What follows belongs to an exercise in optimizing a design on an open flow for small area, a short achievable clock period and few clock cycles per item; a production flow would make more cautious choices.
Where RTL was checked, it was by simulation tests only, not by an equivalence proof against the original.
Function not checked in run 6: the RTL went through the layout flow alone.
Power figures rest on the tool's default switching activity, not on a simulated workload.

**flow/config.mk**
```make
export PLATFORM = sky130hd
export DESIGN_NAME = inode_cache_lru
export DESIGN_NICKNAME = inode_cache_lru
export VERILOG_FILES = /design/flow/design.v
export SDC_FILE = /design/flow/constraint.sdc
export NUM_CORES = 4
export LEC_CHECK = 0
export ABC_CLOCK_PERIOD_IN_PS = 2000
export CAP_MARGIN = 20
export CORE_MARGIN = 2
export CORE_UTILIZATION = 50
export CTS_CLUSTER_DIAMETER = 80
export CTS_CLUSTER_SIZE = 24
export PLACE_DENSITY = 0.8
export SETUP_SLACK_MARGIN = 2.65
export SLEW_MARGIN = 20
```
**flow/constraint.sdc**
```tcl
create_clock -name core_clock -period 5.0 [get_ports {clock}]
set_input_delay 1.0000 -clock core_clock [delete_from_list [all_inputs] [get_ports {clock}]]
set_output_delay 1.0000 -clock core_clock [all_outputs]
set_load 0.01 [all_outputs]
```
**flow/design.v**
```verilog
package icl_pkg;
   localparam int DEFAULT_SLOTS = 16;
   localparam int KEY_W         = 16;
   localparam int STAMP_W       = 32;
   localparam int COUNT_W       = 17;
   localparam int OP_W          = 2;
   localparam int STATUS_W      = 2;
   localparam int SLOT_W        = 4;
   localparam logic [COUNT_W-1:0] INODE_COUNT_RESET = 17'h10000;
   typedef enum logic [OP_W-1:0] {
      OP_LOOKUP = 2'd0,
      OP_PUT    = 2'd1,
      OP_REMOVE = 2'd2
   } op_type;
   typedef enum logic [STATUS_W-1:0] {
      ST_OK     = 2'd0,
      ST_RANGE  = 2'd1,
      ST_ABSENT = 2'd2
   } status_type;
   typedef enum logic [1:0] {
      S_IDLE,
      S_SCAN,
      S_DONE
   } state_type;
   typedef struct packed {
      logic [KEY_W-1:0]   key;
      logic [STAMP_W-1:0] stamp;
   } entry_type;
endpackage
module inode_cache_lru #(
   parameter int SLOTS = icl_pkg::DEFAULT_SLOTS
) (
   input  logic                        clock,
   input  logic                        reset,
   input  logic                        req_valid,
   output logic                        req_ready,
   input  logic [icl_pkg::OP_W-1:0]    req_op,
   input  logic [icl_pkg::KEY_W-1:0]   req_key,
   output logic                        rsp_valid,
   input  logic                        rsp_ready,
   output logic [icl_pkg::STATUS_W-1:0] rsp_status,
   output logic                        rsp_hit,
   output logic [icl_pkg::SLOT_W-1:0]  rsp_slot,
   output logic                        rsp_evicted,
   output logic [icl_pkg::KEY_W-1:0]   rsp_evicted_key,
   input  logic                        csr_wr_en,
   input  logic [icl_pkg::COUNT_W-1:0] csr_wr_data
);
   localparam int KW = icl_pkg::KEY_W;
   localparam int SW = icl_pkg::SLOT_W;
   localparam int RW = icl_pkg::STATUS_W + 1 + SW + 1 + KW;
   localparam int T  = SLOTS - 1;
   logic [KW-1:0]        key_ff [SLOTS];
   logic [SW-1:0]        id_ff  [SLOTS];
   logic [SLOTS-1:0]     ev_ff;
   logic [SLOTS-1:0]     slot_valid_ff;
   logic [icl_pkg::COUNT_W-1:0] inode_count_ff;
   logic                 e_valid_ff;
   logic [icl_pkg::OP_W-1:0] e_op_ff;
   logic [KW-1:0]        e_key_ff;
   logic [SLOTS-1:0]     e_eq_ff;
   logic                 e_range_ff;
   logic                 o0_valid_ff, o1_valid_ff, ready_ff;
   logic [RW-1:0]        o0_ff, o1_ff;
   logic                 adv, exec, put_exec;
   logic                 is_lookup, is_put, is_remove;
   logic [SLOTS-1:0]     d_eq;
   logic                 d_same;
   logic [SLOTS-1:0]     match, m_up, free_pos, a_up, move, rem, free_slot;
   logic                 found, has_inv;
   logic [SW-1:0]        match_id, free_id, alt_id, put_id;
   logic                 o1_next;
   logic [RW-1:0]        res;
   logic [icl_pkg::STATUS_W-1:0] res_status;
   logic                 res_hit;
   logic [SW-1:0]        res_slot;
   logic                 res_evicted;
   assign adv       = !o1_valid_ff;
   assign req_ready = ready_ff;
   assign exec      = adv && e_valid_ff;
   assign is_lookup = (e_op_ff == icl_pkg::OP_LOOKUP);
   assign is_put    = (e_op_ff == icl_pkg::OP_PUT);
   assign is_remove = (e_op_ff == icl_pkg::OP_REMOVE);
   assign put_exec  = exec && is_put;
   always_comb begin
      for (int k = 0; k < SLOTS; k++) begin
         match[k]    = ev_ff[k] && e_eq_ff[k];
         free_pos[k] = !ev_ff[k];
         free_slot[k] = !slot_valid_ff[k];
         for (int j = 0; j < k; j++) begin
            if (!ev_ff[j])         free_pos[k]  = 1'b0;
            if (!slot_valid_ff[j]) free_slot[k] = 1'b0;
         end
         m_up[k] = 1'b0;
         a_up[k] = 1'b0;
         for (int j = 0; j <= k; j++) begin
            if (match[j])    m_up[k] = 1'b1;
            if (free_pos[j]) a_up[k] = 1'b1;
         end
      end
      has_inv = !(&ev_ff);
      if (!has_inv) a_up = '1;
      found = m_up[T];
      match_id = '0;
      free_id  = '0;
      for (int k = 0; k < SLOTS; k++) begin
         if (match[k])     match_id = match_id | id_ff[k];
         if (free_slot[k]) free_id  = free_id | SW'(k);
      end
      alt_id = has_inv ? free_id : id_ff[0];
      put_id = found ? match_id : alt_id;
   end
   assign move = put_exec ? (found ? m_up : a_up) : '0;
   assign rem  = (exec && is_remove) ? match : '0;
   assign d_same = (req_key == e_key_ff);
   always_comb begin
      for (int k = 0; k < T; k++)
         d_eq[k] = move[k] ? (key_ff[k+1] == req_key) : (key_ff[k] == req_key);
      d_eq[T] = put_exec ? d_same : (key_ff[T] == req_key);
   end
   always_comb begin
      res_status  = icl_pkg::ST_OK;
      res_hit     = 1'b0;
      res_slot    = '0;
      res_evicted = 1'b0;
      if (is_lookup) begin
         if (!e_range_ff) begin
            res_status = icl_pkg::ST_RANGE;
         end else if (found) begin
            res_hit  = 1'b1;
            res_slot = match_id;
         end else begin
            res_status = icl_pkg::ST_ABSENT;
         end
      end else if (is_put) begin
         res_hit     = found;
         res_slot    = put_id;
         res_evicted = !found && !has_inv;
      end else if (is_remove) begin
         if (found) begin
            res_hit  = 1'b1;
            res_slot = match_id;
         end else begin
            res_status = icl_pkg::ST_ABSENT;
         end
      end
   end
   assign res = {res_status, res_hit, res_slot, res_evicted, res_evicted ? key_ff[0] : '0};
   always_ff @(posedge clock) begin
      for (int k = 0; k < T; k++) begin
         if (move[k]) begin
            key_ff[k] <= key_ff[k+1];
            id_ff[k]  <= id_ff[k+1];
         end
      end
      if (put_exec) begin
         key_ff[T] <= e_key_ff;
         id_ff[T]  <= put_id;
      end
   end
   assign o1_next = o1_valid_ff ? !rsp_ready : (exec && o0_valid_ff && !rsp_ready);
   always_ff @(posedge clock) begin
      if (reset) begin
         ev_ff          <= '0;
         slot_valid_ff  <= '0;
         inode_count_ff <= icl_pkg::INODE_COUNT_RESET;
         e_valid_ff     <= 1'b0;
         o0_valid_ff    <= 1'b0;
         o1_valid_ff    <= 1'b0;
         ready_ff       <= 1'b1;
      end else begin
         if (csr_wr_en) inode_count_ff <= csr_wr_data;
         for (int k = 0; k < T; k++) begin
            if (move[k])     ev_ff[k] <= ev_ff[k+1];
            else if (rem[k]) ev_ff[k] <= 1'b0;
         end
         if (put_exec)    ev_ff[T] <= 1'b1;
         else if (rem[T]) ev_ff[T] <= 1'b0;
         for (int j = 0; j < SLOTS; j++) begin
            if (put_exec && !found && free_slot[j]) slot_valid_ff[j] <= 1'b1;
            else if (exec && is_remove && found && (match_id == SW'(j))) slot_valid_ff[j] <= 1'b0;
         end
         if (adv) e_valid_ff <= req_valid;
         if (!o0_valid_ff || rsp_ready) o0_valid_ff <= o1_valid_ff || exec;
         o1_valid_ff <= o1_next;
         ready_ff    <= !o1_next;
      end
   end
   always_ff @(posedge clock) begin
      if (adv) begin
         e_op_ff    <= req_op;
         e_key_ff   <= req_key;
         e_eq_ff    <= d_eq;
         e_range_ff <= ({1'b0, req_key} < inode_count_ff);
      end
   end
   always_ff @(posedge clock) begin
      if (!o1_valid_ff) o1_ff <= res;
      if (!o0_valid_ff || rsp_ready) o0_ff <= o1_valid_ff ? o1_ff : res;
   end
   assign rsp_valid = o0_valid_ff;
   assign {rsp_status, rsp_hit, rsp_slot, rsp_evicted, rsp_evicted_key} = o0_ff;
endmodule
```
**flow/flow/run.sh**
```bash
#!/bin/bash
# The standard layout (the standard.sh: standard synthesis, then ORFS to finish), with one
# change: buffer_ports buffers every input and output port with buf_4 instead of its default
# cell (a slow delay buffer that the footprint-matched resizer cannot replace).
set -euo pipefail
bash standard.sh synth > synth.log 2>&1
export BUFFER_PORTS_ARGS="-buffer_cell sky130_fd_sc_hd__buf_4"
bash standard.sh > layout.log 2>&1
```
**flow/standard.sh**
```bash
#!/bin/bash
# synth_recipe.tcl (not shown) runs the flow's synth.tcl, then flattens the netlist and writes it again
# the make line also repeats each setting of config.mk as NAME=value (left out here)
make -C /OpenROAD-flow-scripts/flow DESIGN_CONFIG=/design/flow/config.mk WORK_HOME=/design/flow/orfs CLKGATE_MAP_FILE= SYNTH_SCRIPT=/design/flow/synth_recipe.tcl "${@:-finish}"
```
==> reports/results.md, run 1 <==
| Result | Reported |
|---|---|
| Clock transition at the registers of the reported paths | 0.09 ns |
| Placed standard-cell area | 0.0203 mm^2 |
| Detail-routed net length per standard cell | 22.5 um |
| Routed met3 length | 3380 um |
| Pin count of the biggest net entering global routing | 54 |
| Later-pin clock latency in the skew report | 0.55 ns |
| Max-cap viol count | 0 |
| Capture point of the worst path | key_ff[5][0]$_DFFE_PP_ |
| Maximum number of buffers from clock root to sink | 3 |
| CTS Sinks | 456 |
| Post-DR vias/cell | 5.92 |
| Share of the cycle needed by the critical path after routing | 48.2% |
| Shortest clock period the worst path allows after layout | 2.41 ns |
| Detailed-routing iteration count for the pre-antenna-repair pass | 9 |
| Worst max-slew margin expressed relative to the limit | 41.7% |
| Average instance area after synthesis | 14.0 um^2 |
| Final hold violation count | 0 |
| Commonest cells in the synthesized netlist | 379 x sky130_fd_sc_hd__edfxtp_1, 256 x sky130_fd_sc_hd__xor2_1, 78 x sky130_fd_sc_hd__nand3_1 |
| Count of buffers from port buffering | 65 |
| Area share of the leading cell type in the synthesized netlist | 58.9% |
| Number of design rule violations left after detail routing | 0 |
| Total negative setup slack | 0 ns |
| Root buffer cell | sky130_fd_sc_hd__clkbuf_16 |
| Final antenna diode count | 0 |
| Most used flip-flop cell after synthesis | sky130_fd_sc_hd__edfxtp_1 |
| Via count of the first global-routing pass | 12057 |
| Register-to-register setup slack | 2.59 ns |
| Worst path cell trace | a222oi_1 > buf_4 > and4_4 > o211ai_1 > buf_4 > a31oi_4 > clkbuf_16 |
| Startpoint class of the critical path | flop |
| RR Endpoint | key_ff[5][0]$_DFFE_PP_ |
| Initial Util | 51.0% |
| Cell area after layout | 0.0224 mm^2 |
| Arrival time at the worst endpoint | 2.69 ns |
| Number of nets produced by synthesis | 1434 |
| Total congestion overflow | 0 |
| Die Height | 201 um |
| Met2 wire len | 23800 um |
| Antenna violations before repair | 1 |
| Critical path data required time | 5.28 ns |
| Number of H-tree levels | 1 |
| Cell types with the largest area share after synthesis | sky130_fd_sc_hd__edfxtp_1 59%, sky130_fd_sc_hd__xor2_1 12%, sky130_fd_sc_hd__dfxtp_1 8.0% |
| Dominant cell by count in the synthesized netlist | sky130_fd_sc_hd__edfxtp_1 |
| Flop and latch count out of synthesis | 456 |
| CP dominant cell by count | sky130_fd_sc_hd__buf_4 |
| Number of nets with antenna violations after detailed routing | 0 |
| Number of cells in the finished layout apart from fillers | 2026 |
| Synth warnings | 3 |
| Worst-path cell with the longest stage delay | sky130_fd_sc_hd__edfxtp_1 |
| P_leak | 7.82 nW |
| Uppermost routed layer | met5 |
| Min-delay worst type | flop to flop |
| Nets | 1554 |
| # setup viols final | 0 |
| Via Count | 12001 |
| X dimension of the die | 201 um |
| Share of total power in the clock network | 30.7% |
| Worst reg2reg path startpoint | e_eq_ff[14]$_DFFE_PN_ |
| Cell taking the most area after synthesis | sky130_fd_sc_hd__edfxtp_1 |
| Share of flip-flops with an asynchronous set or reset | 0% |
| Internal power of the cells | 0.00521 W |
| Clock tree from TritonCTS | done |
| Worst slack at placement | 1.46 ns |
| Peak ir drop on the vdd network | 0.258 mV |
| Instance count of the mapped netlist | 1379 |
| Core Footprint | 0.0378 mm^2 |
| Largest clock skew in the final design | 0.0195 ns |
| Setup ws final | 2.59 ns |
| Maximum fanout count along the critical path | 7 |
| Unique cell type count in the Yosys netlist | 71 |
| Portion of total power attributed to combinational logic | 6.1% |
| Overall Power | 0.00666 W |
| Number of synthesized flops with an enable pin | 379 |
| DIE AREA | 0.0402 mm^2 |
| Number of cells in the design after placement | 1891 |
| Run status | timing/DRC/antenna clean |
| Switching power total | 0.00145 W |
| Estimated wirelength of the detail-placed design | 30000 um |
| Drt first-iter violations | 1218 |
| Length of routed wiring on met1 | 16400 um |
| Number of placement rows | 71 |
| Global-route wire length before repair | 67600 um |
| Crit. End Element | flop |
| Maximum single-stage delay on the critical path | 0.44 ns |
| Sequential fraction of design power | 63.2% |
| Transition time of the tightest slew-check pin | 0.874 ns |
| Share of the yosys chip area belonging to registers | 66.9% |
| Power Dens Cells | 297 mW/mm^2 |
| GRT Util Overall | 21.8% |
| Syn Std Cell Area | 0.0193 mm^2 |
| Last weighted congestion value of the routability-driven placer | 0.958 |
| Layout cells sized above 1 | 18.3% |
| Reg2Reg Depth | 7 |
| Max Freq | 415 MHz |
| Setup CP Type | flop to flop |
| CP Launch Point | e_eq_ff[14]$_DFFE_PN_ |
| Share of total power consumed by net switching | 21.8% |
| Layout overhead on the synthesized area | 16.1% |
| Final wirelength | 45600 um |
| Post-CTS Hold Fix Bufs | 0 |
| Filler Cell Count | 2803 |
| Setup repair after global routing missed its margin | yes |
| Max-slew violations | 0 |
| CTS Buf Count | 23 |
| Count of boundary I/O pins | 66 |
[worst max-delay path, delay by kind of cell, from the launching register on]
family,cells,cell delay (ns)
compound gates,3,0.79
flops,1,0.44
simple gates,1,0.30
buf+inv,3,0.61
[per-layer routing]
| metal | vias up | track usage (%) |
|---|---|---|
| met5 | - | 0 |
| met4 | 2 | 8.89 |
| met3 | 138 | 3.44 |
| met2 | 535 | 40.2 |
| met1 | 5924 | 25.2 |
| li1 | 5402 | - |
[cell families after synthesis]
kind of cell	Yosys count	synth area share [%]
adders and majority gates	15	0.972
muxes	38	1.97
AOI/OAI and AO/OA	150	5.38
xor gates and xnor gates	272	12.3
and+or+nand+nor	346	9.87
DFF	456	66.9
buffers and inverters	102	2.55
[cell usage in the layout (no fill, tap or decap), drive strengths merged, types with 5 or more instances in the layout]
| master | count |
|---|---|
| and4 | 5 |
| nor3 | 7 |
| xor2 | 256 |
| a211oi | 10 |
| mux2i | 38 |
| clkinvlp | 6 |
| nand3 | 79 |
| nor2 | 48 |
| o21ai | 22 |
| ha | 15 |
| inv | 28 |
| nor4 | 71 |
| dfxtp | 77 |
| o22ai | 5 |
| a31oi | 19 |
| nand2b | 8 |
| a22o | 17 |
| o31ai | 5 |
| nand2 | 51 |
| clkbuf | 40 |
| nand3b | 10 |
| a21o | 9 |
| nand4 | 44 |
| xnor2 | 16 |
| a21oi | 35 |
| edfxtp | 379 |
| buf | 151 |
[area by class of cell]
cell class / instances / area (um^2) / area share, %
flip-flops and latches: 456 / 12900 / 57.7
multi-input cells: 830 / 6530 / 29.1
repair buffers: 155 / 1490 / 6.66
well taps: 511 / 639 / 2.85
clock buffers: 37 / 628 / 2.80
inverters: 30 / 136 / 0.608
clock inverters: 4 / 35.0 / 0.156
repair inverters: 3 / 22.5 / 0.100
[sequential cells by signal (all words and copies together), names as in the netlist, 2 cells and up]
signal          cells
e_eq_ff            16
e_key_ff           16
e_op_ff             2
ev_ff              16
id_ff              64
inode_count_ff     17
key_ff            256
o0_ff              24
o1_ff              24
slot_valid_ff      16
[how the worst min path moves through the flow]
| stage | end | cells after the start | start | slack [ns] |
|---|---|---|---|---|
| 2_1_floorplan | o1_ff[22]$_DFF_P_ | 2 | o1_ff[22]$_DFF_P_ | 0.42 |
| 3_3_place_gp | o1_ff[16]$_DFF_P_ | 1 | o1_ff[16]$_DFF_P_ | 0.43 |
| 3_5_place_dp | id_ff[1][0]$_DFFE_PP_ | 0 | id_ff[2][0]$_DFFE_PP_ | 0.44 |
| 4_1_cts | id_ff[3][0]$_DFFE_PP_ | 0 | id_ff[4][0]$_DFFE_PP_ | 0.46 |
| 5_1_grt | id_ff[7][3]$_DFFE_PP_ | 0 | id_ff[8][3]$_DFFE_PP_ | 0.47 |
| 6_report | id_ff[7][1]$_DFFE_PP_ | 0 | id_ff[8][1]$_DFFE_PP_ | 0.46 |
[power groups by stage]
stage	combinational, W	sequential [W]	clock, W
after detailed placement	0.000357	0.00430	0
after floorplan	0.000245	0.00428	0
after CTS	0.000389	0.00421	0.00207
final	0.000406	0.00421	0.00204
after global placement	0.000343	0.00429	0
after global routing	0.000438	0.00422	0.00220
[through the flow]
stage	hold WS, ns	utilization, %
after floorplan	0.417	-
after global placement	0.430	53.6
final	0.457	59.3
after detailed placement	0.440	53.6
after global routing	0.468	59.3
after CTS	0.460	57.6
[timing repair]
action,4_1_cts,5_1_grt
pin swaps,24,24
endpoints found under the setup margin,396,374
setup buffers,43,35
resized for setup,56,56
gates cloned,11,5
Testbench counts, summed over its fixed seeds: cycles 12,016, items 12,000.
==> run 2, diff against run 1 <==
--- a/flow/config.mk
+++ b/flow/config.mk
@@ -11,6 +11,6 @@
 export CORE_UTILIZATION = 50
 export CTS_CLUSTER_DIAMETER = 80
 export CTS_CLUSTER_SIZE = 24
-export PLACE_DENSITY = 0.8
+export PLACE_DENSITY = 0.7
 export SETUP_SLACK_MARGIN = 2.65
 export SLEW_MARGIN = 20
==> reports/results.md, run 2 <==
| Result | Reported | vs previous |
|---|---|---|
| Run status | timing/DRC/antenna clean |  |
| Unique cell type count in the Yosys netlist | 71 | unchanged |
| Worst hold slack across all endpoints | 0.459 ns | +0.00160 ns |
| Setup repair after global routing missed its margin | no |  |
| Nets | 1536 | -1.2% |
| Last weighted congestion value of the routability-driven placer | 0.928 | -3.1% |
| Total congestion overflow | 0 | unchanged |
| Reg2Reg Depth | 8 | +1 |
| Antenna violations before repair | 0 | -1 |
| Crit. End Element | flop |  |
| Flip-flop count of the largest register after layout | 256 | unchanged |
| CP Launch Point | req_key[0] |  |
| Number of synthesized flops with an enable pin | 379 | unchanged |
| Via count of the first global-routing pass | 11865 | -1.6% |
| CTS Buf Count | 23 | unchanged |
| Average instance area after synthesis | 14.0 um^2 | unchanged |
| Later-pin clock latency in the skew report | 0.56 ns | about the same |
| Number of design rule violations left after detail routing | 0 | unchanged |
| Pin count of the biggest net entering global routing | 54 | unchanged |
| Number of placement rows | 71 | unchanged |
| Sequential cell area in the final layout | 0.0129 mm^2 | about the same |
| Layout cells sized above 1 | 16.6% | -1.7 points |
| Commonest cells in the synthesized netlist | 379 x sky130_fd_sc_hd__edfxtp_1, 256 x sky130_fd_sc_hd__xor2_1, 78 x sky130_fd_sc_hd__nand3_1 |  |
| Cell types with the largest area share after synthesis | sky130_fd_sc_hd__edfxtp_1 59%, sky130_fd_sc_hd__xor2_1 12%, sky130_fd_sc_hd__dfxtp_1 8.0% |  |
| Peak ir drop on the vdd network | 0.336 mV | +30% |
| GRT Util Overall | 22.4% | +0.63 points |
| Share of the yosys chip area belonging to registers | 66.9% | unchanged |
| Register-to-register setup slack | 2.73 ns | +0.14 ns |
| Count of boundary I/O pins | 66 | unchanged |
| # setup viols final | 0 | unchanged |
| Worst path cell trace | buf_4 > xor2_1 > nor4_1 > nand4_1 > mux2i_1 |  |
| Setup ws final | 2.72 ns | +0.128 ns |
| Clock transition at the registers of the reported paths | 0.09 ns | about the same |
| CTS Sinks | 456 | unchanged |
| Final hold violation count | 0 | unchanged |
| Drt first-iter violations | 1190 | -2.3% |
| Initial Util | 51.0% | unchanged |
| Total negative setup slack | 0 ns | unchanged |
| Largest register by flop count | key_ff |  |
| Share of flip-flops with an asynchronous set or reset | 0% | unchanged |
| Detail-routed net length per standard cell | 22.7 um | +0.98% |
| Via Count | 11726 | -2.3% |
| Filler Cell Count | 2956 | +5.5% |
| Share of the cycle needed by the critical path after routing | 45.7% | -2.6 points |
| Flop and latch count out of synthesis | 456 | unchanged |
| Power Dens Cells | 302 mW/mm^2 | +1.8% |
| Instance count of the mapped netlist | 1379 | unchanged |
| Startpoint class of the critical path | primary input |  |
| Layout overhead on the synthesized area | 14.2% |  |
| X dimension of the die | 201 um | unchanged |
| Number of cells in the finished layout apart from fillers | 2007 | -0.94% |
| Count of buffers from port buffering | 65 | unchanged |
| Max Freq | 438 MHz | +5.6% |
| Final antenna diode count | 0 | unchanged |
| Core Footprint | 0.0378 mm^2 | unchanged |
| Area of the multi-input gates | 0.00638 mm^2 | -2.3% |
| Maximum number of buffers from clock root to sink | 3 | unchanged |
| Maximum single-stage delay on the critical path | 0.52 ns | +0.08 ns |
| Most used flip-flop cell after synthesis | sky130_fd_sc_hd__edfxtp_1 |  |
| Number of H-tree levels | 1 | unchanged |
| Setup CP Type | primary input to flop |  |
| DIE AREA | 0.0402 mm^2 | unchanged |
| Shortest clock period the worst path allows after layout | 2.28 ns | -0.128 ns |
| Max-slew violations | 0 | unchanged |
| Number of buffer and inverter instances along the worst setup path | 1 | -2 |
| Final wirelength | 45700 um | about the same |
| Number of nets with antenna violations after detailed routing | 0 | unchanged |
| Worst reg2reg path startpoint | e_eq_ff[14]$_DFFE_PN_ |  |
| Critical path data required time | 5.38 ns | +0.10 ns |
| Area share of the leading cell type in the synthesized netlist | 58.9% | unchanged |
| Most common cell after layout, fill and taps aside | sky130_fd_sc_hd__edfxtp_1 |  |
| Post-DR vias/cell | 5.84 | -1.4% |
| Die Height | 201 um | unchanged |
| Synth warnings | 3 | unchanged |
| Clock tree from TritonCTS | done |  |
| Number of cells in the design after placement | 1894 | +0.16% |
| Cell taking the most area after synthesis | sky130_fd_sc_hd__edfxtp_1 |  |
| Estimated wirelength of the detail-placed design | 30700 um | +2.2% |
| Post-CTS Hold Fix Bufs | 0 | unchanged |
| Number of nets produced by synthesis | 1434 | unchanged |
| RR Endpoint | e_eq_ff[5]$_DFFE_PN_ |  |
| Arrival time at the worst endpoint | 2.66 ns | -0.03 ns |
| Syn Std Cell Area | 0.0193 mm^2 | unchanged |
| Worst-path cell with the longest stage delay | sky130_fd_sc_hd__nor4_1 |  |
| Root buffer cell | sky130_fd_sc_hd__clkbuf_16 |  |
| Commonest cells after routing, fill and taps aside | 379 x sky130_fd_sc_hd__edfxtp_1, 256 x sky130_fd_sc_hd__xor2_1, 121 x sky130_fd_sc_hd__buf_4 |  |
| Worst max-slew margin expressed relative to the limit | 55.8% | +14 points |
| Min-delay worst type | flop to flop |  |
| Dominant cell by count in the synthesized netlist | sky130_fd_sc_hd__edfxtp_1 |  |
| Transition time of the tightest slew-check pin | 0.664 ns | -0.210 ns |
| Global-route wire length before repair | 69100 um | +2.3% |
| Kind of cell adding the most delay to the critical path | simple AND/OR/NAND/NOR gates |  |
| Regs by FF count | key_ff: 256 flops, id_ff: 64 flops |  |
| Capture point of the worst path | e_eq_ff[14]$_DFFE_PN_ |  |
| Max-cap viol count | 0 | unchanged |
| Finished Core Util | 58.3% | -0.99 points |
| P_leak | 7.68 nW | -1.9% |
| Worst slack at placement | 1.51 ns | +0.0476 ns |
| Detailed-routing iteration count for the pre-antenna-repair pass | 6 | -3 |
| Instance count on the critical path | 5 | -2 |
| Largest clock skew in the final design | 0.0209 ns | +0.00141 ns |
| Maximum fanout count along the critical path | 19 | +12 |
-- run 2: cell types whose count changed in the layout (fill, tap and decap cells not counted), sizes merged --
| cell | change |
|---|---|
| inv | +2 |
| buf | -14 |
| clkinv | -3 |
| a31oi | -1 |
| clkbuf | -3 |
-- run 2: final cells by class --
class / instances / area share [%]
tap: 511 / 2.90
clock inverter: 3 / 0.113
sequential: 456 / 58.7
multi-input combinational: 829 / 29.0
timing repair inverter: 3 / 0.102
inverter: 30 / 0.613
timing repair buffer: 138 / 5.68
clock buffer: 37 / 2.94
-- run 2: kinds of logic after synthesis --
group	synth area share [%]
buf+inv	2.55
simple gates	9.87
xor+xnor	12.3
compound gates	5.38
fa+ha+maj	0.972
mux	1.97
flops	66.9
-- run 2: worst min path at each step --
stage | start | endpoint | slack [ns] | cells past startpoint
3_5_place_dp | o1_ff[22]$_DFF_P_ | o1_ff[22]$_DFF_P_ | 0.44 | 2
2_1_floorplan | o1_ff[22]$_DFF_P_ | o1_ff[22]$_DFF_P_ | 0.42 | 2
6_report | o1_ff[16]$_DFF_P_ | o1_ff[16]$_DFF_P_ | 0.46 | 1
4_1_cts | key_ff[6][2]$_DFFE_PP_ | key_ff[5][2]$_DFFE_PP_ | 0.46 | 0
5_1_grt | id_ff[4][1]$_DFFE_PP_ | id_ff[3][1]$_DFFE_PP_ | 0.46 | 0
3_3_place_gp | o1_ff[16]$_DFF_P_ | o1_ff[16]$_DFF_P_ | 0.43 | 1
-- run 2: layer usage --
layer / vias up / global-route usage [%] / wire length (um)
li1: 5361 / - / -
met1: 5826 / 26.6 / 17400
met2: 443 / 41.1 / 23800
met3: 96 / 3.91 / 2890
met4: 0 / 7.38 / 1570
met5: - / 0 / 0
-- run 2: report_power, final --
| part | internal [W] | leakage [nW] | switching [W] |
|---|---|---|---|
| registers | 0.00416 | 4.22 | 0.0000497 |
| clock network | 0.000905 | 0.323 | 0.00116 |
| logic | 0.000159 | 3.13 | 0.000237 |
-- run 2: stage by stage --
step	power (W)	cell area, um^2
after floorplan	0.00453	19500
after global placement	0.00464	20300
after detailed placement	0.00466	20300
after CTS	0.00671	21800
after global routing	0.00688	22100
final	0.00667	22100
-- run 2: what timing repair did --
action,4_1_cts,5_1_grt
endpoints found under the setup margin,396,300
cloned,11,1
resized for setup,57,20
pin swaps,21,11
buffers inserted,45,16
==> run 3, diff against run 2 <==
--- a/flow/config.mk
+++ b/flow/config.mk
@@ -12,5 +12,5 @@
 export CTS_CLUSTER_DIAMETER = 80
 export CTS_CLUSTER_SIZE = 24
 export PLACE_DENSITY = 0.7
-export SETUP_SLACK_MARGIN = 2.65
+export SETUP_SLACK_MARGIN = 2.75
 export SLEW_MARGIN = 20
==> reports/results.md, run 3 <==
| Result | Reported | vs previous |
|---|---|---|
| Run status | timing/DRC/antenna clean |  |
| CTS Sinks | 456 | unchanged |
| Initial Util | 51.0% | unchanged |
| Number of H-tree levels | 1 | unchanged |
| Final antenna diode count | 0 | unchanged |
| End point of the most critical hold path | id_ff[4][1]$_DFFE_PP_ |  |
| Average instance area after synthesis | 14.0 um^2 | unchanged |
| X dimension of the die | 201 um | unchanged |
| Total congestion overflow | 0 | unchanged |
| Antenna violations before repair | 0 | unchanged |
| CTS Buf Count | 23 | unchanged |
| Count of boundary I/O pins | 66 | unchanged |
| Root buffer cell | sky130_fd_sc_hd__clkbuf_16 |  |
| Later-pin clock latency in the skew report | 0.55 ns | about the same |
| Transition time of the tightest slew-check pin | 0.766 ns | +0.102 ns |
| Shortest clock period the worst path allows after layout | 2.40 ns | +0.113 ns |
| Final hold violation count | 0 | unchanged |
| Total negative setup slack | 0 ns | unchanged |
| Number of cells in the design after placement | 1891 | -0.16% |
| P_leak | 8.10 nW | +5.5% |
| Via Count | 12022 | +2.5% |
| Maximum fanout count along the critical path | 5 | -14 |
| Post-DR vias/cell | 5.84 | about the same |
| Most common cell after layout, fill and taps aside | sky130_fd_sc_hd__edfxtp_1 |  |
| DIE AREA | 0.0402 mm^2 | unchanged |
| Detail-routed net length per standard cell | 23.1 um | +1.4% |
| Cell taking the most area after synthesis | sky130_fd_sc_hd__edfxtp_1 |  |
| Cell types with the largest area share after synthesis | sky130_fd_sc_hd__edfxtp_1 59%, sky130_fd_sc_hd__xor2_1 12%, sky130_fd_sc_hd__dfxtp_1 8.0% |  |
| Max Freq | 417 MHz | -4.7% |
| Die Height | 201 um | unchanged |
| Count of buffers from port buffering | 65 | unchanged |
| Power Dens Cells | 295 mW/mm^2 | -2.6% |
| Largest clock skew in the final design | 0.0156 ns | -0.00527 ns |
| Most used flip-flop cell after synthesis | sky130_fd_sc_hd__edfxtp_1 |  |
| Number of design rule violations left after detail routing | 0 | unchanged |
| Maximum number of buffers from clock root to sink | 3 | unchanged |
| Reg2Reg Depth | 9 | +1 |
| RR Endpoint | key_ff[5][8]$_DFFE_PP_ |  |
| Regs by FF count | key_ff: 256 flops, id_ff: 64 flops |  |
| Peak ir drop on the vdd network | 0.296 mV | -12% |
| Max-cap viol count | 0 | unchanged |
| Post-CTS Hold Fix Bufs | 0 | unchanged |
| Arrival time at the worst endpoint | 2.68 ns | +0.02 ns |
| Register-to-register setup slack | 2.60 ns | -0.13 ns |
| Area share of the leading cell type in the synthesized netlist | 58.9% | unchanged |
| # setup viols final | 0 | unchanged |
| Clock tree from TritonCTS | done |  |
| Detailed-routing iteration count for the pre-antenna-repair pass | 6 | unchanged |
| Syn Std Cell Area | 0.0193 mm^2 | unchanged |
| Met2 Resource Use GR | 40.9% | -0.26 points |
| Commonest cells after routing, fill and taps aside | 379 x sky130_fd_sc_hd__edfxtp_1, 256 x sky130_fd_sc_hd__xor2_1, 135 x sky130_fd_sc_hd__buf_4 |  |
| Estimated wirelength of the detail-placed design | 30500 um | -0.75% |
| Flip-flop count of the largest register after layout | 256 | unchanged |
| Unique cell type count in the Yosys netlist | 71 | unchanged |
| Last weighted congestion value of the routability-driven placer | 0.965 | +4.0% |
| Flop and latch count out of synthesis | 456 | unchanged |
| Synth warnings | 3 | unchanged |
| Instance count of the mapped netlist | 1379 | unchanged |
| Number of placement rows | 71 | unchanged |
| Final wirelength | 47500 um | +3.9% |
| Filler Cell Count | 2913 | -1.5% |
| Number of nets with antenna violations after detailed routing | 0 | unchanged |
| Via count of the first global-routing pass | 12024 | +1.3% |
| Number of synthesized flops with an enable pin | 379 | unchanged |
| Pin count of the biggest net entering global routing | 54 | unchanged |
| Hold path depth | 0 | -1 |
| Crit. End Element | flop |  |
| GR met3 Demand/Resource | 3.02% | -0.89 points |
| Fraction of met1 tracks used by global routing | 28.3% | +1.7 points |
| Number of cells in the finished layout apart from fillers | 2058 | +2.5% |
| Layout cells sized above 1 | 21.3% | +4.8 points |
| Setup repair after global routing missed its margin | yes |  |
| Share of flip-flops with an asynchronous set or reset | 0% | unchanged |
| Worst max-slew margin expressed relative to the limit | 48.9% | -6.8 points |
| Nets | 1585 | +3.2% |
| Drt first-iter violations | 1110 | -6.7% |
| Critical path data required time | 5.28 ns | -0.10 ns |
| Layout overhead on the synthesized area | 19.0% |  |
| Clock transition at the registers of the reported paths | 0.10 ns | about the same |
| Largest register by flop count | key_ff |  |
| Share of the yosys chip area belonging to registers | 66.9% | unchanged |
| Hold wc startpoint | id_ff[5][1]$_DFFE_PP_ |  |
| Global-route wire length before repair | 70000 um | +1.3% |
| GRT busiest layer | met2 |  |
| Dominant cell by count in the synthesized netlist | sky130_fd_sc_hd__edfxtp_1 |  |
| GRT Util Overall | 22.7% | +0.26 points |
| Commonest cells in the synthesized netlist | 379 x sky130_fd_sc_hd__edfxtp_1, 256 x sky130_fd_sc_hd__xor2_1, 78 x sky130_fd_sc_hd__nand3_1 |  |
| Worst reg2reg path startpoint | e_eq_ff[11]$_DFFE_PN_ |  |
| Min-delay worst type | flop to flop |  |
| Share of the cycle needed by the critical path after routing | 47.9% | +2.3 points |
| Setup CP Type | flop to flop |  |
| Core Footprint | 0.0378 mm^2 | unchanged |
| Startpoint class of the critical path | flop |  |
| Max-slew violations | 0 | unchanged |
| Worst hold slack across all endpoints | 0.461 ns | +0.00213 ns |
| Number of nets produced by synthesis | 1434 | unchanged |
-- run 3: critical path, stage by stage, from the launching register on --
cell and delay, ns:
sky130_fd_sc_hd__edfxtp_1 0.43, sky130_fd_sc_hd__a222oi_1 0.38, sky130_fd_sc_hd__buf_4 0.20, sky130_fd_sc_hd__buf_6 0.10
sky130_fd_sc_hd__and4_4 0.26, sky130_fd_sc_hd__o211ai_1 0.12, sky130_fd_sc_hd__buf_4 0.16, sky130_fd_sc_hd__a31oi_4 0.18
sky130_fd_sc_hd__buf_12 0.15, sky130_fd_sc_hd__clkbuf_16 0.13
-- run 3: report_power, final --
group	leakage (nW)	internal, W	total (W)	switching, W
sequential	4.22	0.00416	0.00421	0.0000512
combinational	3.52	0.000172	0.000417	0.000245
clock	0.353	0.000991	0.00214	0.00115
total	8.10	0.00532	0.00677	0.00145
-- run 3: kinds of logic (layout without fill, tap and decap cells) --
kind of cell	Yosys count	after routing	share of synthesized area (%)
simple gates	346	346	9.87
flops	456	456	66.9
xor+xnor	272	272	12.3
compound gates	150	158	5.38
buf+inv	102	262	2.55
mux	38	38	1.97
fa+ha+maj	15	15	0.972
-- run 3: area by class of cell --
class | instances | area, um^2 | share of cell area, %
flip-flops and latches | 456 | 13000 | 56.5
multi-input cells | 829 | 6620 | 28.8
repair buffers | 184 | 1820 | 7.94
clock buffers | 38 | 673 | 2.93
well taps | 511 | 639 | 2.78
inverters | 30 | 149 | 0.648
clock inverters | 4 | 55.1 | 0.240
repair inverters | 6 | 41.3 | 0.180
-- run 3: repair_timing --
item	CTS	global route
cloned	12	8
resized for setup	69	84
pin swaps	26	41
setup buffers	55	50
setup endpoints to repair	418	348
-- run 3: metal layers --
metal / wire length (um) / vias to the layer above / part of all wire (%)
met3: 2720 / 106 / 5.7
met5: 0 / - / 0
li1: - / 5468 / -
met2: 24300 / 444 / 51
met1: 18700 / 6004 / 39
met4: 1770 / 0 / 3.7
-- run 3: stage by stage --
stage / setup slack (ns) / utilization [%] / total power (W) / cell area [um^2]
6_report: 2.60 / 60.7 / 0.00677 / 23000
5_1_grt: 2.51 / 60.7 / 0.00697 / 23000
4_1_cts: 2.74 / 58.3 / 0.00679 / 22100
3_5_place_dp: 1.45 / 53.7 / 0.00466 / 20300
3_3_place_gp: 1.51 / 53.7 / 0.00465 / 20300
2_1_floorplan: 2.12 / - / 0.00453 / 19600
-- run 3: worst max path at each step --
stage / from / endpoint / slack, ns
2_1_floorplan: e_eq_ff[0]$_DFFE_PN_ / e_eq_ff[0]$_DFFE_PN_ / 2.12
3_3_place_gp: o1_valid_ff$_SDFF_PP0_ / key_ff[7][2]$_DFFE_PP_ / 1.51
3_5_place_dp: o1_valid_ff$_SDFF_PP0_ / key_ff[7][12]$_DFFE_PP_ / 1.45
4_1_cts: e_eq_ff[11]$_DFFE_PN_ / id_ff[5][3]$_DFFE_PP_ / 2.74
5_1_grt: e_eq_ff[11]$_DFFE_PN_ / key_ff[5][12]$_DFFE_PP_ / 2.51
6_report: e_eq_ff[11]$_DFFE_PN_ / key_ff[5][8]$_DFFE_PP_ / 2.60
==> run 4, diff against run 3 <==
--- a/flow/config.mk
+++ b/flow/config.mk
@@ -12,5 +12,5 @@
 export CTS_CLUSTER_DIAMETER = 80
 export CTS_CLUSTER_SIZE = 24
 export PLACE_DENSITY = 0.7
-export SETUP_SLACK_MARGIN = 2.75
+export SETUP_SLACK_MARGIN = 2.6
 export SLEW_MARGIN = 20
==> reports/results.md, run 4 <==
| Result | Reported | vs previous |
|---|---|---|
| Peak ir drop on the vdd network | 0.249 mV | -16% |
| Cell taking the most area after synthesis | sky130_fd_sc_hd__edfxtp_1 |  |
| CTS Buf Count | 24 | +4.3% |
| Share of the cycle needed by the critical path after routing | 46.8% | -1.2 points |
| Transition time of the tightest slew-check pin | 0.691 ns | -0.0755 ns |
| Maximum number of buffers from clock root to sink | 3 | unchanged |
| # setup viols final | 0 | unchanged |
| P_leak | 7.64 nW | -5.6% |
| Flop and latch count out of synthesis | 456 | unchanged |
| Maximum fanout count along the critical path | 12 | +7 |
| Commonest cells after routing, fill and taps aside | 379 x sky130_fd_sc_hd__edfxtp_1, 256 x sky130_fd_sc_hd__xor2_1, 110 x sky130_fd_sc_hd__buf_4 |  |
| Largest register by flop count | key_ff |  |
| Area share of the leading cell type in the synthesized netlist | 58.9% | unchanged |
| Layout overhead on the synthesized area | 14.2% |  |
| Layout cells sized above 1 | 16.1% | -5.3 points |
| Arrival time at the worst endpoint | 2.66 ns | -0.02 ns |
| Later-pin clock latency in the skew report | 0.56 ns | about the same |
| Final wirelength | 45400 um | -4.2% |
| Most common cell after layout, fill and taps aside | sky130_fd_sc_hd__edfxtp_1 |  |
| Placed standard-cell area | 0.0203 mm^2 | -0.16% |
| Average instance area after synthesis | 14.0 um^2 | unchanged |
| Number of synthesized flops with an enable pin | 379 | unchanged |
| Max-cap viol count | 0 | unchanged |
| Root buffer cell | sky130_fd_sc_hd__clkbuf_16 |  |
| Flip-flop count of the largest register after layout | 256 | unchanged |
| Most used flip-flop cell after synthesis | sky130_fd_sc_hd__edfxtp_1 |  |
| Die Height | 201 um | unchanged |
| DIE AREA | 0.0402 mm^2 | unchanged |
| Crit. End Element | flop |  |
| Worst-path cell with the longest stage delay | sky130_fd_sc_hd__or4_4 |  |
| Maximum single-stage delay on the critical path | 0.63 ns | +0.20 ns |
| Pin count of the biggest net entering global routing | 54 | unchanged |
| Min-delay worst type | flop to flop |  |
| Last weighted congestion value of the routability-driven placer | 0.877 | -9.1% |
| Estimated wirelength of the detail-placed design | 30600 um | +0.50% |
| Count of boundary I/O pins | 66 | unchanged |
| Unique cell type count in the Yosys netlist | 71 | unchanged |
| Critical path data required time | 5.32 ns | +0.04 ns |
| Initial Util | 51.0% | unchanged |
| Number of H-tree levels | 1 | unchanged |
| Worst slack at placement | 1.49 ns | +0.0447 ns |
| Global-route wire length before repair | 68700 um | -1.9% |
| Cell area after layout | 0.0220 mm^2 | -4.0% |
| Number of nets with antenna violations after detailed routing | 0 | unchanged |
| Max Freq | 428 MHz | +2.5% |
| Total negative setup slack | 0 ns | unchanged |
| Setup repair after global routing missed its margin | yes |  |
| Number of placement rows | 71 | unchanged |
| Detailed-routing iteration count for the pre-antenna-repair pass | 8 | +2 |
| Syn Std Cell Area | 0.0193 mm^2 | unchanged |
| Startpoint class of the critical path | flop |  |
| Nets | 1526 | -3.7% |
| Clock transition at the registers of the reported paths | 0.09 ns | about the same |
| Filler Cell Count | 3002 | +3.1% |
| Run status | timing/DRC/antenna clean |  |
| Share of flip-flops with an asynchronous set or reset | 0% | unchanged |
| Final hold violation count | 0 | unchanged |
| Worst max-slew margin expressed relative to the limit | 54.0% | +5.0 points |
| Synth warnings | 3 | unchanged |
| Total congestion overflow | 0 | unchanged |
| Largest clock skew in the final design | 0.0239 ns | +0.00834 ns |
| Register-to-register setup slack | 2.66 ns | +0.06 ns |
| Number of design rule violations left after detail routing | 0 | unchanged |
| X dimension of the die | 201 um | unchanged |
| Max-slew violations | 0 | unchanged |
| Detail-routed net length per standard cell | 22.7 um | -1.5% |
| Instance count of the mapped netlist | 1379 | unchanged |
| CTS Sinks | 456 | unchanged |
| Count of buffers from port buffering | 65 | unchanged |
| Via count of the first global-routing pass | 11643 | -3.2% |
| Clock tree from TritonCTS | done |  |
| Final antenna diode count | 0 | unchanged |
| Cell types with the largest area share after synthesis | sky130_fd_sc_hd__edfxtp_1 59%, sky130_fd_sc_hd__xor2_1 12%, sky130_fd_sc_hd__dfxtp_1 8.0% |  |
| Shortest clock period the worst path allows after layout | 2.34 ns | -0.0580 ns |
| Post-DR vias/cell | 5.84 | about the same |
| Share of the yosys chip area belonging to registers | 66.9% | unchanged |
| Setup ws final | 2.66 ns | +0.0580 ns |
| GRT Util Overall | 22.3% | -0.39 points |
| Commonest cells in the synthesized netlist | 379 x sky130_fd_sc_hd__edfxtp_1, 256 x sky130_fd_sc_hd__xor2_1, 78 x sky130_fd_sc_hd__nand3_1 |  |
| Antenna violations before repair | 1 | +1 |
| Post-CTS Hold Fix Bufs | 0 | unchanged |
| Dominant cell by count in the synthesized netlist | sky130_fd_sc_hd__edfxtp_1 |  |
| Core Footprint | 0.0378 mm^2 | unchanged |
| Drt first-iter violations | 1123 | +1.2% |
| Power Dens Cells | 308 mW/mm^2 | +4.5% |
| Number of nets produced by synthesis | 1434 | unchanged |
| Via Count | 11677 | -2.9% |
| Setup CP Type | flop to flop |  |
| Regs by FF count | key_ff: 256 flops, id_ff: 64 flops |  |
| Worst path cell trace | nand3_2 > or4_4 > o31ai_4 > buf_4 > a31oi_4 > buf_12 |  |
==> run 4: cell counts after synthesis <==
Identical to the previous run, type by type.
==> run 4: through the flow <==
step                hold slack, ns  util (%)  power (W)  instances
floorplan                    0.417         -    0.00453       1379
CTS                          0.447      57.6    0.00682       1983
detailed placement           0.438      53.6    0.00466       1893
finish                       0.448      58.3    0.00679       2000
global placement             0.429      53.6    0.00464       1893
global route                 0.454      58.3    0.00701       2000
==> run 4: metal layers <==
layer / global-route usage (%) / wire length [um]
met5: 0 / 13
met4: 6.67 / 1490
met3: 4.03 / 3280
met2: 40.2 / 23200
met1: 27.2 / 17400
==> run 4: logic make-up (layout without fill, tap and decap cells) <==
family,Yosys count,in the layout,share of synthesized area [%]
simple gates,346,346,9.87
compound gates,150,158,5.38
mux,38,38,1.97
xor+xnor,272,272,12.3
buf+inv,102,204,2.55
flops,456,456,66.9
fa+ha+maj,15,15,0.972
==> run 4: final cells by class <==
cell class	count	area, um^2	area share (%)
Tap cell	511	639	2.90
Clock buffer	39	699	3.17
Sequential cell	456	12900	58.7
Timing Repair inverter	2	15.0	0.0681
Multi-Input combinational cell	829	6370	28.9
Timing Repair Buffer	128	1190	5.38
Clock inverter	5	61.3	0.278
Inverter	30	133	0.602
==> run 4: timing repair <==
action                                  4_1_cts  5_1_grt
resized for setup                            49       24
buffers inserted                             35       16
endpoints found under the setup margin      395      325
gates cloned                                 11        1
pin swaps                                    21       12
==> run 4: worst paths after layout <==
check / start / to / cells after the start
setup / recovery: ev_ff[5]$_SDFFE_PP0P_ / key_ff[14][7]$_DFFE_PP_ / 6
hold / removal: id_ff[5][1]$_DFFE_PP_ / id_ff[4][1]$_DFFE_PP_ / 0
setup reg to reg: ev_ff[5]$_SDFFE_PP0P_ / key_ff[14][7]$_DFFE_PP_ / 6
hold reg to reg: id_ff[5][1]$_DFFE_PP_ / id_ff[4][1]$_DFFE_PP_ / 0
==> run 4: critical path: cells and delay by family, from the launching register on <==
kind / cells / cell delay [ns]
and+or+nand+nor: 2 / 0.87
DFF: 1 / 0.46
AOI/OAI and AO/OA: 2 / 0.39
buffers and inverters: 2 / 0.38
==> run 4: report_power, final <==
part / internal, W / leakage (nW) / switching (W)
sequential: 0.00416 / 4.22 / 0.0000510
clock: 0.000987 / 0.360 / 0.00120
combinational: 0.000156 / 3.06 / 0.000235
total: 0.00530 / 7.64 / 0.00148
==> run 5, diff against run 4 <==
--- a/flow/config.mk
+++ b/flow/config.mk
@@ -8,9 +8,9 @@
 export ABC_CLOCK_PERIOD_IN_PS = 2000
 export CAP_MARGIN = 20
 export CORE_MARGIN = 2
-export CORE_UTILIZATION = 50
+export CORE_UTILIZATION = 45
 export CTS_CLUSTER_DIAMETER = 80
 export CTS_CLUSTER_SIZE = 24
 export PLACE_DENSITY = 0.7
-export SETUP_SLACK_MARGIN = 2.6
+export SETUP_SLACK_MARGIN = 2.65
 export SLEW_MARGIN = 20
==> reports/results.md, run 5 <==
| Result | Reported | vs previous |
|---|---|---|
| Run status | timing/DRC/antenna clean |  |
| Routed met3 length | 2740 um | -16% |
| Instance count of the mapped netlist | 1379 | unchanged |
| Final antenna diode count | 0 | unchanged |
| Antenna violations before repair | 1 | unchanged |
| Commonest cells in the synthesized netlist | 379 x sky130_fd_sc_hd__edfxtp_1, 256 x sky130_fd_sc_hd__xor2_1, 78 x sky130_fd_sc_hd__nand3_1 |  |
| Syn Std Cell Area | 0.0193 mm^2 | unchanged |
| Max-slew violations | 0 | unchanged |
| Area share of the leading cell type in the synthesized netlist | 58.9% | unchanged |
| Number of nets with antenna violations after detailed routing | 0 | unchanged |
| Met2 wire len | 24100 um | +3.7% |
| RR Endpoint | key_ff[7][14]$_DFFE_PP_ |  |
| Most used flip-flop cell after synthesis | sky130_fd_sc_hd__edfxtp_1 |  |
| Final hold violation count | 0 | unchanged |
| CTS Sinks | 456 | unchanged |
| Clock transition at the registers of the reported paths | 0.10 ns | about the same |
| # setup viols final | 0 | unchanged |
| Critical path data required time | 5.29 ns | -0.03 ns |
| Startpoint class of the critical path | flop |  |
| Share of total power consumed by net switching | 22.1% | +0.25 points |
| Regs by FF count | key_ff: 256 flops, id_ff: 64 flops |  |
| Largest clock skew in the final design | 0.0168 ns | -0.00708 ns |
| Worst hold slack across all endpoints | 0.455 ns | +0.00630 ns |
| Average instance area after synthesis | 14.0 um^2 | unchanged |
| Flop and latch count out of synthesis | 456 | unchanged |
| Largest register by flop count | key_ff |  |
| Last weighted congestion value of the routability-driven placer | 0.911 | +3.9% |
| Synth warnings | 3 | unchanged |
| DIE AREA | 0.0446 mm^2 | +11% |
| Sequential fraction of design power | 62.1% | about the same |
| Cell taking the most area after synthesis | sky130_fd_sc_hd__edfxtp_1 |  |
| Root buffer cell | sky130_fd_sc_hd__clkbuf_16 |  |
| Power Dens Cells | 303 mW/mm^2 | -1.4% |
| Share of total power in the clock network | 32.0% | -0.2 points |
| Initial Util | 45.8% | -5.2 points |
| Die Height | 211 um | +5.3% |
| Detail-routed net length per standard cell | 22.2 um | -2.3% |
| Flip-flop count of the largest register after layout | 256 | unchanged |
| Number of design rule violations left after detail routing | 0 | unchanged |
| Layout overhead on the synthesized area | 15.6% |  |
| Worst reg2reg path startpoint | e_eq_ff[7]$_DFFE_PN_ |  |
| Worst max-slew margin expressed relative to the limit | 43.8% | -10 points |
| Reg2Reg Depth | 6 | unchanged |
| Count of boundary I/O pins | 66 | unchanged |
| Most common cell after layout, fill and taps aside | sky130_fd_sc_hd__edfxtp_1 |  |
| Cell types with the largest area share after synthesis | sky130_fd_sc_hd__edfxtp_1 59%, sky130_fd_sc_hd__xor2_1 12%, sky130_fd_sc_hd__dfxtp_1 8.0% |  |
| Internal power of the cells | 0.00528 W | -0.48% |
| Setup repair after global routing missed its margin | yes |  |
| Switching power total | 0.00150 W | +1.0% |
| Maximum fanout count along the critical path | 6 | -6 |
| Capture point of the worst path | key_ff[7][14]$_DFFE_PP_ |  |
| Drt first-iter violations | 993 | -12% |
| Via count of the first global-routing pass | 11728 | +0.73% |
| Global-route wire length before repair | 67700 um | -1.5% |
| Clock tree from TritonCTS | done |  |
| Crit. End Element | flop |  |
| Worst-path cell with the longest stage delay | sky130_fd_sc_hd__edfxtp_1 |  |
| Pin count of the biggest net entering global routing | 54 | unchanged |
| Share of flip-flops with an asynchronous set or reset | 0% | unchanged |
| Max-cap viol count | 0 | unchanged |
| Dominant cell by count in the synthesized netlist | sky130_fd_sc_hd__edfxtp_1 |  |
| X dimension of the die | 211 um | +5.3% |
| Peak ir drop on the vdd network | 0.248 mV | -0.43% |
| Nets | 1552 | +1.7% |
| Maximum single-stage delay on the critical path | 0.46 ns | -0.17 ns |
| GRT Util Overall | 20.1% | -2.2 points |
| Later-pin clock latency in the skew report | 0.57 ns | about the same |
| Number of H-tree levels | 1 | unchanged |
| Total congestion overflow | 0 | unchanged |
| Unique cell type count in the Yosys netlist | 71 | unchanged |
| Detailed-routing iteration count for the pre-antenna-repair pass | 7 | -1 |
| CTS Buf Count | 24 | unchanged |
| Maximum number of buffers from clock root to sink | 3 | unchanged |
| P_leak | 7.82 nW | +2.3% |
| Length of routed wiring on met1 | 17300 um | -0.89% |
| Arrival time at the worst endpoint | 2.68 ns | +0.02 ns |
| CP Launch Point | e_eq_ff[7]$_DFFE_PN_ |  |
| Worst path cell trace | a222oi_1 > buf_4 > and4_4 > and2_4 > a41o_4 > clkinvlp_4 |  |
| Min-delay worst type | flop to flop |  |
| Via Count | 11771 | +0.81% |
| Share of the cycle needed by the critical path after routing | 47.8% | +1.0 points |
| Estimated wirelength of the detail-placed design | 30300 um | -1.1% |
| Share of the yosys chip area belonging to registers | 66.9% | unchanged |
| Transition time of the tightest slew-check pin | 0.843 ns | +0.152 ns |
| Total negative setup slack | 0 ns | unchanged |
| Setup CP Type | flop to flop |  |
| Shortest clock period the worst path allows after layout | 2.39 ns | +0.0522 ns |
| Commonest cells after routing, fill and taps aside | 379 x sky130_fd_sc_hd__edfxtp_1, 256 x sky130_fd_sc_hd__xor2_1, 131 x sky130_fd_sc_hd__buf_4 |  |
| Max Freq | 418 MHz | -2.2% |
| Final wirelength | 45600 um | +0.31% |
| Number of nets produced by synthesis | 1434 | unchanged |
| Uppermost routed layer | met5 |  |
| Portion of total power attributed to combinational logic | 5.8% | about the same |
| Core Footprint | 0.0421 mm^2 | +11% |
| Register-to-register setup slack | 2.61 ns | -0.05 ns |
| Count of buffers from port buffering | 65 | unchanged |
| Number of placement rows | 75 | +5.6% |
| Post-CTS Hold Fix Bufs | 0 | unchanged |
| Number of synthesized flops with an enable pin | 379 | unchanged |
| Post-DR vias/cell | 5.73 | -1.8% |
| Layout cells sized above 1 | 18.0% | +2.0 points |
==> run 5: cell counts after synthesis <==
No cell type changed its count.
==> run 5: cells by family (layout without fill, tap and decap cells) <==
family	after synthesis	after routing	synth area share (%)
AOI/OAI and AO/OA	150	158	5.38
xor gates and xnor gates	272	272	12.3
adders and majority gates	15	15	0.972
buffers and inverters	102	230	2.55
DFF	456	456	66.9
muxes	38	38	1.97
and+or+nand+nor	346	346	9.87
==> run 5: layout make-up <==
type,instances,area (um^2)
Clock inverter,6,61.3
Multi-Input combinational cell,829,6430
Sequential cell,456,12900
Clock buffer,38,674
Fill cell,3412,19800
Tap cell,539,674
Timing Repair inverter,4,30.0
Inverter,30,136
Timing Repair Buffer,152,1380
==> run 5: worst min-delay path by stage <==
| stage | slack (ns) | end | cells past startpoint | from |
|---|---|---|---|---|
| 2_1_floorplan | 0.42 | o1_ff[22]$_DFF_P_ | 2 | o1_ff[22]$_DFF_P_ |
| 3_3_place_gp | 0.43 | o1_ff[16]$_DFF_P_ | 1 | o1_ff[16]$_DFF_P_ |
| 3_5_place_dp | 0.44 | o1_ff[20]$_DFF_P_ | 1 | o1_ff[20]$_DFF_P_ |
| 4_1_cts | 0.46 | id_ff[14][0]$_DFFE_PP_ | 0 | id_ff[15][0]$_DFFE_PP_ |
| 5_1_grt | 0.47 | id_ff[11][0]$_DFFE_PP_ | 0 | id_ff[12][0]$_DFFE_PP_ |
| 6_report | 0.45 | id_ff[14][0]$_DFFE_PP_ | 0 | id_ff[15][0]$_DFFE_PP_ |
==> run 5: power groups by stage <==
stage / Clock (W) / Sequential [W] / Combinational (W)
after floorplan: 0 / 0.00428 / 0.000245
after global placement: 0 / 0.00429 / 0.000347
after detailed placement: 0 / 0.00430 / 0.000358
after CTS: 0.00220 / 0.00421 / 0.000389
after global routing: 0.00234 / 0.00422 / 0.000430
final: 0.00217 / 0.00421 / 0.000395
==> run 5: metal layers <==
layer  global-route usage (%)  up-vias
met2                     37.4      415
met3                     3.12       98
met5                        0        -
met1                     23.8     5850
li1                         -     5406
met4                     6.44        2
==> run 5: metrics by stage <==
step | cell area (um^2) | std cells | setup WS [ns] | util (%) | power, W
floorplan | 19500 | 1379 | 2.12 | - | 0.00453
global placement | 20300 | 1921 | 1.58 | 48.2 | 0.00464
detailed placement | 20300 | 1921 | 1.42 | 48.2 | 0.00466
CTS | 21900 | 2021 | 2.56 | 52.0 | 0.00680
global route | 22300 | 2054 | 2.52 | 53.0 | 0.00699
finish | 22300 | 2054 | 2.61 | 53.0 | 0.00678
==> run 5: what timing repair did <==
action                     4_1_cts  5_1_grt
pin swaps                       25       14
buffers inserted                44       30
cloned                          12        3
setup endpoints to repair      396      379
resized for setup               59       36
==> run 5: worst max-delay path: cells and delay by family, from the launching register on <==
family | cells | cell delay (ns)
compound gates | 2 | 0.73
flops | 1 | 0.46
buf+inv | 2 | 0.40
simple gates | 2 | 0.52
==> run 6, diff against run 5 <==
--- a/flow/design.v
+++ b/flow/design.v
@@ -84,7 +84,7 @@
    assign put_exec  = exec && is_put;
    always_comb begin
       for (int k = 0; k < SLOTS; k++) begin
-         match[k]    = ev_ff[k] && e_eq_ff[k];
+         match[k]    = e_eq_ff[k];
          free_pos[k] = !ev_ff[k];
          free_slot[k] = !slot_valid_ff[k];
          for (int j = 0; j < k; j++) begin
@@ -115,8 +115,9 @@
    assign d_same = (req_key == e_key_ff);
    always_comb begin
       for (int k = 0; k < T; k++)
-         d_eq[k] = move[k] ? (key_ff[k+1] == req_key) : (key_ff[k] == req_key);
-      d_eq[T] = put_exec ? d_same : (key_ff[T] == req_key);
+         d_eq[k] = move[k] ? ((key_ff[k+1] == req_key) && ev_ff[k+1])
+                           : ((key_ff[k] == req_key) && ev_ff[k] && !rem[k]);
+      d_eq[T] = put_exec ? d_same : ((key_ff[T] == req_key) && ev_ff[T] && !rem[T]);
    end
    always_comb begin
       res_status  = icl_pkg::ST_OK;
--- a/flow/config.mk
+++ b/flow/config.mk
@@ -8,9 +8,8 @@
 export ABC_CLOCK_PERIOD_IN_PS = 2000
 export CAP_MARGIN = 20
 export CORE_MARGIN = 2
-export CORE_UTILIZATION = 45
+export CORE_UTILIZATION = 50
 export CTS_CLUSTER_DIAMETER = 80
 export CTS_CLUSTER_SIZE = 24
-export PLACE_DENSITY = 0.7
 export SETUP_SLACK_MARGIN = 2.65
 export SLEW_MARGIN = 20
==> reports/results.md, run 6 <==
| Result | Reported | vs previous |
|---|---|---|
| Run status | timing/DRC/antenna clean |  |
| # setup viols final | 0 | unchanged |
| Area of the multi-input gates | 0.00677 mm^2 | +5.2% |
| Share of flip-flops with an asynchronous set or reset | 0% | unchanged |
| Initial Util | 50.9% | +5.1 points |
| Number of placement rows | 71 | -5.3% |
| Largest family of logic cells by synthesized area | XOR/XNOR gates |  |
| Detailed-routing iteration count for the pre-antenna-repair pass | 5 | -2 |
| Core Footprint | 0.0378 mm^2 | -10% |
| Maximum fanout count along the critical path | 11 | +5 |
| X dimension of the die | 200 um | -5.3% |
| Setup repair after global routing missed its margin | yes |  |
| Worst max-slew margin expressed relative to the limit | 36.1% | -7.8 points |
| Transition time of the tightest slew-check pin | 0.959 ns | +0.116 ns |
| Last weighted congestion value of the routability-driven placer | 0.909 | -0.24% |
| Final hold violation count | 0 | unchanged |
| Basic-gate share of the synthesized area counting and, or, nand and nor cells | 9.07% | -0.80 points |
| Number of H-tree levels | 1 | unchanged |
| Number of design rule violations left after detail routing | 0 | unchanged |
| Total negative setup slack | 0 ns | unchanged |
| Count of buffers from port buffering | 65 | unchanged |
| Multiplexer share of the synthesized area | 2.40% | +0.43 points |
| Flip-flop count of the largest register after layout | 256 | unchanged |
| Largest register by flop count | key_ff |  |
| Final wirelength | 50900 um | +12% |
| Share of the synthesized area in compound gates (AO/OA/AOI/OAI) | 6.08% | +0.70 points |
| Commonest cells after routing, fill and taps aside | 379 x sky130_fd_sc_hd__edfxtp_1, 256 x sky130_fd_sc_hd__xnor2_1, 144 x sky130_fd_sc_hd__buf_4 |  |
| Pin count of the biggest net entering global routing | 54 | unchanged |
| CTS Buf Count | 27 | +13% |
| Commonest cells in the synthesized netlist | 379 x sky130_fd_sc_hd__edfxtp_1, 256 x sky130_fd_sc_hd__xnor2_1, 77 x sky130_fd_sc_hd__dfxtp_1, 77 x sky130_fd_sc_hd__nand4_1, 46 x sky130_fd_sc_hd__mux2i_1 |  |
| Number of synthesized flops with an enable pin | 379 | unchanged |
| Finished Core Util | 60.3% | +7.3 points |
| Antenna violations before repair | 1 | unchanged |
| GRT Util Overall | 25.0% | +4.9 points |
| Post-DR vias/cell | 5.94 | +3.6% |
| Setup CP Type | flop to flop |  |
| Overall Power | 0.00726 W | +7.1% |
| Flop and latch count out of synthesis | 456 | unchanged |
| Drt first-iter violations | 999 | +0.60% |
| Critical path data required time | 5.43 ns | +0.14 ns |
| Synth warnings | 3 | unchanged |
| Clock tree from TritonCTS | done |  |
| Power Dens Cells | 319 mW/mm^2 | +5.1% |
| Placed standard-cell area | 0.0203 mm^2 | about the same |
| Max-slew violations | 0 | unchanged |
| Share of the cycle needed by the critical path after routing | 48.4% | +0.57 points |
| DIE AREA | 0.0400 mm^2 | -10% |
| Unique cell type count in the Yosys netlist | 60 | -15% |
| Root buffer cell | sky130_fd_sc_hd__clkbuf_16 |  |
| Most used flip-flop cell after synthesis | sky130_fd_sc_hd__edfxtp_1 |  |
| Share of the yosys chip area belonging to registers | 67.2% | +0.32 points |
| Regs by FF count | key_ff: 256 flops, id_ff: 64 flops |  |
| Later-pin clock latency in the skew report | 0.58 ns | about the same |
| Min-delay worst type | flop to flop |  |
| Via Count | 11889 | +1.0% |
| Average instance area after synthesis | 14.5 um^2 | +3.7% |
| Layout overhead on the synthesized area | 18.5% |  |
| Final antenna diode count | 0 | unchanged |
| Estimated wirelength of the detail-placed design | 31400 um | +3.5% |
| Crit. End Element | flop |  |
| Die Height | 200 um | -5.3% |
| Area share of the leading cell type in the synthesized netlist | 59.2% | +0.28 points |
| Dominant cell by count in the synthesized netlist | sky130_fd_sc_hd__edfxtp_1 |  |
| Filler Cell Count | 2940 | -14% |
| Global-route wire length before repair | 72800 um | +7.6% |
| Arrival time at the worst endpoint | 2.85 ns | +0.17 ns |
| Cell types with the largest area share after synthesis | sky130_fd_sc_hd__edfxtp_1 59%, sky130_fd_sc_hd__xnor2_1 12%, sky130_fd_sc_hd__dfxtp_1 8.0% |  |
| Layout cells sized above 1 | 20.4% | +2.4 points |
| CTS Sinks | 456 | unchanged |
| Max Freq | 413 MHz | -1.2% |
| Cell area after layout | 0.0228 mm^2 | +2.0% |
| Largest clock skew in the final design | 0.0300 ns | +0.0132 ns |
| Via count of the first global-routing pass | 11593 | -1.2% |
| Cell taking the most area after synthesis | sky130_fd_sc_hd__edfxtp_1 |  |
| Most common cell after layout, fill and taps aside | sky130_fd_sc_hd__edfxtp_1 |  |
| Total congestion overflow | 0 | unchanged |
| Post-CTS Hold Fix Bufs | 0 | unchanged |
| Detail-routed net length per standard cell | 25.4 um | +15% |
| Startpoint class of the critical path | flop |  |
| Number of nets produced by synthesis | 1379 | -3.8% |
| Adder-cell area share of the yosys netlist | 0.977% | +0.0046 points |
| Count of boundary I/O pins | 66 | unchanged |
| Clock transition at the registers of the reported paths | 0.09 ns | about the same |
| P_leak | 7.28 nW | -6.9% |
| Nets | 1527 | -1.6% |
| Fraction of synthesized cell area in xor and xnor cells | 12.4% | +0.059 points |
| Shortest clock period the worst path allows after layout | 2.42 ns | +0.0284 ns |
| Syn Std Cell Area | 0.0192 mm^2 | -0.47% |
| Max-cap viol count | 0 | unchanged |
| Peak ir drop on the vdd network | 0.248 mV | about the same |
| Instance count of the mapped netlist | 1324 | -4.0% |
| Maximum number of buffers from clock root to sink | 3 | unchanged |
| Number of nets with antenna violations after detailed routing | 0 | unchanged |
| Sequential cell area in the final layout | 0.0130 mm^2 | about the same |
==> run 6: changes by cell type after synthesis, sizes merged, moves of 10 or more <==
| cell | before | now |
|---|---|---|
| nand2b | 8 | 32 |
| nand4 | 44 | 79 |
| a311oi | 1 | 17 |
| a21oi | 34 | 22 |
| nand3 | 79 | 40 |
| buf | 17 | 27 |
| a221oi | 3 | 17 |
| nor4 | 71 | 25 |
| xor2 | 256 | 16 |
| clkbuf | 55 | 34 |
| a22o | 17 | 35 |
| o21ai | 22 | 12 |
| xnor2 | 16 | 256 |
| nand2 | 51 | 31 |
==> run 6: kinds of logic after synthesis <==
kind of cell	after synthesis
xor+xnor	272
simple gates	299
fa+ha+maj	15
compound gates	153
flops	456
buf+inv	83
mux	46
==> run 6: layout make-up <==
class | count | share of cell area, %
well taps | 511 | 2.81
repair buffers | 164 | 6.24
inverters | 22 | 0.495
flip-flops and latches | 456 | 56.9
clock buffers | 34 | 3.18
clock inverters | 14 | 0.670
multi-input cells | 801 | 29.7
==> run 6: critical path, stage by stage, from the launching register on <==
cell                       delay, ns
sky130_fd_sc_hd__dfxtp_1        0.43
sky130_fd_sc_hd__nand4_1        0.24
sky130_fd_sc_hd__nor4_4         0.35
sky130_fd_sc_hd__buf_4          0.22
sky130_fd_sc_hd__nor3_4         0.06
sky130_fd_sc_hd__buf_6          0.14
sky130_fd_sc_hd__buf_6          0.14
sky130_fd_sc_hd__a221oi_4       0.32
sky130_fd_sc_hd__buf_12         0.18
sky130_fd_sc_hd__mux2i_1        0.18
==> run 6: worst paths after layout <==
path / from / to / slack, ns / depth (start not counted)
setup reg to reg: ev_ff[11]$_SDFFE_PP0P_ / e_eq_ff[7]$_DFFE_PN_ / 2.58 / 9
hold / removal: o1_ff[16]$_DFF_P_ / o1_ff[16]$_DFF_P_ / 0.46 / 1
hold reg to reg: o1_ff[16]$_DFF_P_ / o1_ff[16]$_DFF_P_ / 0.46 / 1
setup / recovery: ev_ff[11]$_SDFFE_PP0P_ / e_eq_ff[7]$_DFFE_PN_ / 2.58 / 9
==> run 6: per-layer routing <==
metal | share of wire (%) | vias up | wire length [um] | global-route usage (%)
li1 | - | 5359 | - | -
met1 | 39 | 5943 | 19600 | 30.3
met3 | 6.2 | 117 | 3150 | 4.54
met4 | 3.7 | 2 | 1900 | 9.27
met5 | 0.028 | - | 14 | 0
met2 | 52 | 468 | 26200 | 44.5
==> run 6: repair_timing <==
item | in CTS | in global routing
hold endpoints to repair | 0 | 0
endpoints found under the setup margin | 390 | 317
cloned | 11 | 7
pin swaps | 25 | 23
gates resized for setup | 45 | 48
buffers inserted | 43 | 51
==> run 6: power breakdown <==
part	internal (W)	switching (W)	total, W
combinational	0.000255	0.000348	0.000602
sequential	0.00418	0.0000611	0.00424
clock	0.00108	0.00133	0.00242
total	0.00552	0.00174	0.00726
==> run 6: metrics by stage <==
step                hold WS, ns  cells  setup WS (ns)
global placement          0.430   1842           1.90
finish                    0.458   2002           2.58
CTS                       0.457   1944           2.52
floorplan                 0.423   1324           2.60
detailed placement        0.436   1842           1.81
global route              0.466   2002           2.51

-- port drivers added, routing unchanged --
How much do the figures lean on ideal ports? The routed layouts below were timed once more, with nothing changed but the port constraints.
Step 1 (the two cells are an assumption about what drives the block):
set clk [get_ports {clock}]
set_driving_cell -lib_cell sky130_fd_sc_hd__clkbuf_16 $clk
set_driving_cell -lib_cell sky130_fd_sc_hd__buf_2 [delete_from_list [all_inputs] $clk]
Step 2, shift: input delay + t, output delay - t, t = (earliest + latest rising clock arrival at the registers) / 2. This alone moves slack from input paths to output paths.
Three values: no drivers, after step 1, after step 2; two values: the first two.
run | t (ns) | slack for setup (ns) | clock arrival spread, ns | worst slew at a driven data input, ns | pins driven straight from the clock port
run 1 | 0.592 | 2.588 / 2.588 / 2.234 | 0.020 / 0.020 | 0.06 | 1
run 2 | 0.608 | 2.716 / 2.731 / 2.137 | 0.021 / 0.020 | 0.05 | 1
run 3 | 0.597 | 2.603 / 2.603 / 2.296 | 0.017 / 0.017 | 0.05 | 1
run 4 | 0.605 | 2.661 / 2.661 / 2.210 | 0.024 / 0.024 | 0.05 | 1
run 5 | 0.609 | 2.609 / 2.609 / 2.215 | 0.017 / 0.017 | 0.06 | 1
run 6 | 0.623 | 2.580 / 2.580 / 2.113 | 0.031 / 0.031 | 0.04 | 1
After both steps setup and hold are still met in every run listed. For run 2, which loses most, drivers alone change the setup slack by +0.015 ns; drivers and shift together by -0.579 ns.
